Context: an optimization exercise on an open-source flow, tuned for small area, a short achievable clock period and few clock cycles per item. The choices shown serve that exercise and are no tape-out recipe. In this exercise RTL edits were held to simulation tests only and were not proved equivalent to the original.

==> flow/design.v (excerpt) <==
module fp32_truncating_alu_top
(
   input  wire logic        clock,
   input  wire logic        reset,
   input  wire logic        req_tvalid,
   output logic             req_tready,
   input  wire logic [71:0] req_tdata,
   output logic             rsp_tvalid,
   input  wire logic        rsp_tready,
   output logic [39:0]      rsp_tdata
);
   logic en;
   logic out_v, skid_v;
   logic [32:0] out_r, skid_r;
   assign en         = ~skid_v;
   assign req_tready = en;
   assign rsp_tvalid = out_v;
   assign rsp_tdata  = {7'd0, out_r};
   logic       v0;
   logic [1:0] op0;
   logic       as0, bs0;
   logic [7:0] ae0, be0;
   logic [22:0] am0, bm0;
   logic       ge0;      
   always_ff @(posedge clock) begin
      if (reset) v0 <= 1'b0;
      else if (en) v0 <= req_tvalid;
   end
   always_ff @(posedge clock) begin
      if (en) begin
         op0 <= req_tdata[1:0];
         as0 <= req_tdata[2];
         ae0 <= req_tdata[10:3];
         am0 <= req_tdata[33:11];
         bs0 <= req_tdata[34] ^ (req_tdata[1:0] == 2'd1);
         be0 <= req_tdata[42:35];
         bm0 <= req_tdata[65:43];
         ge0 <= req_tdata[33:11] >= req_tdata[65:43];
      end
   end
   logic isdiv0, ismul0, isadd0;
   assign isdiv0 = (op0 == 2'd3);
   assign ismul0 = (op0 == 2'd2);
   assign isadd0 = ~op0[1];
   logic [26:0] s_i, c_i;
   logic        qp_i, qn_i;
   fta_div_init u_init (.a_mantissa(am0), .b_mantissa(bm0), .ge(ge0), .s(s_i), .c(c_i), .pos(qp_i), .neg(qn_i));
   logic [9:0]  e_div;
   assign e_div = {2'b00, ae0} - {2'b00, be0} + 10'd127 - {9'd0, ~ge0};
   logic [26:0] st1_s2, st1_c2;
   logic        st1_p3, st1_n3;
   fta_div_row u_row2 (.s(s_i), .c(c_i), .b_mantissa(bm0), .pos(qp_i), .neg(qn_i),
                      .s_o(st1_s2), .c_o(st1_c2), .npos(st1_p3), .nneg(st1_n3));
   logic [26:0] st1_s3, st1_c3;
   logic        st1_p4, st1_n4;
   fta_div_row u_row3 (.s(st1_s2), .c(st1_c2), .b_mantissa(bm0), .pos(st1_p3), .neg(st1_n3),
                      .s_o(st1_s3), .c_o(st1_c3), .npos(st1_p4), .nneg(st1_n4));
   logic [138:0] m_v;
   logic [11:0] bone0, btwo0;    
   fta_booth_enc u_benc (.b({1'b1, bm0}), .bone(bone0), .btwo(btwo0));
  ...
==> flow/config.mk <==
export PLATFORM = sky130hd
export DESIGN_NAME = fp32_truncating_alu_top
export DESIGN_NICKNAME = fp32_truncating_alu_top
export VERILOG_FILES = /design/flow/design.v
export SDC_FILE = /design/flow/constraint.sdc
export NUM_CORES = 4
export LEC_CHECK = 0
export ABC_CLOCK_PERIOD_IN_PS = 4500
export CAP_MARGIN = 20
export CORE_MARGIN = 2
export CORE_UTILIZATION = 40
export SLEW_MARGIN = 20
==> flow/constraint.sdc <==
create_clock -name core_clock -period 12.0 [get_ports {clock}]
set_input_delay 2.4000 -clock core_clock [delete_from_list [all_inputs] [get_ports {clock}]]
set_output_delay 2.4000 -clock core_clock [all_outputs]
set_load 0.01 [all_outputs]
standard.sh (not shown) runs the stock make flow with config.mk's settings and CLKGATE_MAP_FILE= SYNTH_SCRIPT=/design/flow/synth_recipe.tcl, a recipe that flattens the netlist after the stock synthesis.
==> flow/flow/run.sh <==
#!/bin/bash
# Standard layout, with timing repair aiming below the clock period: repair
# works on every path with less than SETUP_SLACK_MARGIN ns of slack.
set -euo pipefail
bash standard.sh SETUP_SLACK_MARGIN=7.5 finish > standard_flow.log 2>&1
The first run completed with no timing, DRC or antenna violations.
Testbench counts at the start, summed over its fixed seeds: cycles 16,080, items 16,000.
Rerun with:
--- a/flow/flow/run.sh
+++ b/flow/flow/run.sh
@@ -4,2 +4,2 @@
 set -euo pipefail
-bash standard.sh SETUP_SLACK_MARGIN=7.5 finish > standard_flow.log 2>&1
+bash standard.sh SETUP_SLACK_MARGIN=7.75 finish > standard_flow.log 2>&1
- ABC_AREA: unset -> 1
- ABC_CLOCK_PERIOD_IN_PS: 4500 -> unset
=> Sequential cell count stays the same. Utilization grows by 0.57 points. Cell count drops by 2.5%. Fmax increases by 19%. Synthesized cell count went down by 3.3%.
Rerun with:
--- a/flow/flow/run.sh
+++ b/flow/flow/run.sh
@@ -4,2 +4,2 @@
 set -euo pipefail
-bash standard.sh SETUP_SLACK_MARGIN=7.75 finish > standard_flow.log 2>&1
+bash standard.sh SETUP_SLACK_MARGIN=7.25 finish > standard_flow.log 2>&1
After rerunning: Register-to-register slack gets worse by 0.33 ns. Setup slack gets worse by 0.33 ns. Non-clock buffer count decreases by 363. Synthesized area stays the same. Wire length decreases by about 8%. First-iteration DRC count decreases by 0.90%. Cell area decreases by 7.3%. Worst hold slack gets worse by 0.015 ns.
Rerun with:
--- a/flow/flow/run.sh
+++ b/flow/flow/run.sh
@@ -4,2 +4,2 @@
 set -euo pipefail
-bash standard.sh SETUP_SLACK_MARGIN=7.25 finish > standard_flow.log 2>&1
+bash standard.sh SETUP_SLACK_MARGIN=7.5 finish > standard_flow.log 2>&1
Outcome: The changed run passed the timing, design-rule and antenna checks. Final area went up by about 3%. Register-to-register slack improves by 0.23 ns. Wire length went up by about 2.4%. Critical path depth went up by 4. Worst setup slack improves by 0.23 ns. Area after synthesis stays the same. Die area is unchanged. Clock skew went up by 0.025 ns. Via count went up by 2.5%. Clock-buffer cell count went up by 18.
Rerun with:
- ABC_CLOCK_PERIOD_IN_PS: unset -> 4500
After rerunning: Setup slack is unchanged. Global-route usage is unchanged. Hold slack is unchanged. Clock-buffer cell count is unchanged. Area after synthesis is unchanged. Cell area is unchanged. Cell count stays the same. First-iteration DRC count is unchanged. Wire length stays the same.

static timing again, ports no longer ideal:
How much do the figures lean on ideal ports? The routed layouts below were timed once more, with nothing changed but the port constraints.
Step 1 (the two cells are an assumption about what drives the block):
set clk [get_ports {clock}]
set_driving_cell -lib_cell sky130_fd_sc_hd__clkbuf_16 $clk
set_driving_cell -lib_cell sky130_fd_sc_hd__buf_2 [delete_from_list [all_inputs] $clk]
Step 2 moves the port delays by t, midway between the first and last clock arrival at a register: inputs arrive t later, outputs are due t later. That takes back most of the time a late clock gives input paths.
Slacks: ideal / step 1 / step 2; pairs: ideal / step 1.
| run | t (ns) | slack for setup (ns) | worst setup path after step 2 | pins driven straight from the clock port |
|---|---|---|---|---|
| the first run | 0.871 | 6.756 / 6.756 / 6.756 | register to register | 1 |
| the second run | 0.881 | 7.588 / 7.588 / 7.438 | input to register | 1 |
| the third run | 0.883 | 7.256 / 7.256 / 7.256 | register to register | 1 |
| the fourth run | 0.889 | 7.489 / 7.489 / 7.415 | input to register | 1 |
| the fifth run | 0.889 | 7.489 / 7.489 / 7.415 | input to register | 1 |
After both steps setup and hold are still met in every run listed. For the second run, which loses most, drivers alone change the setup slack by 0.000 ns; drivers and shift together by -0.150 ns.
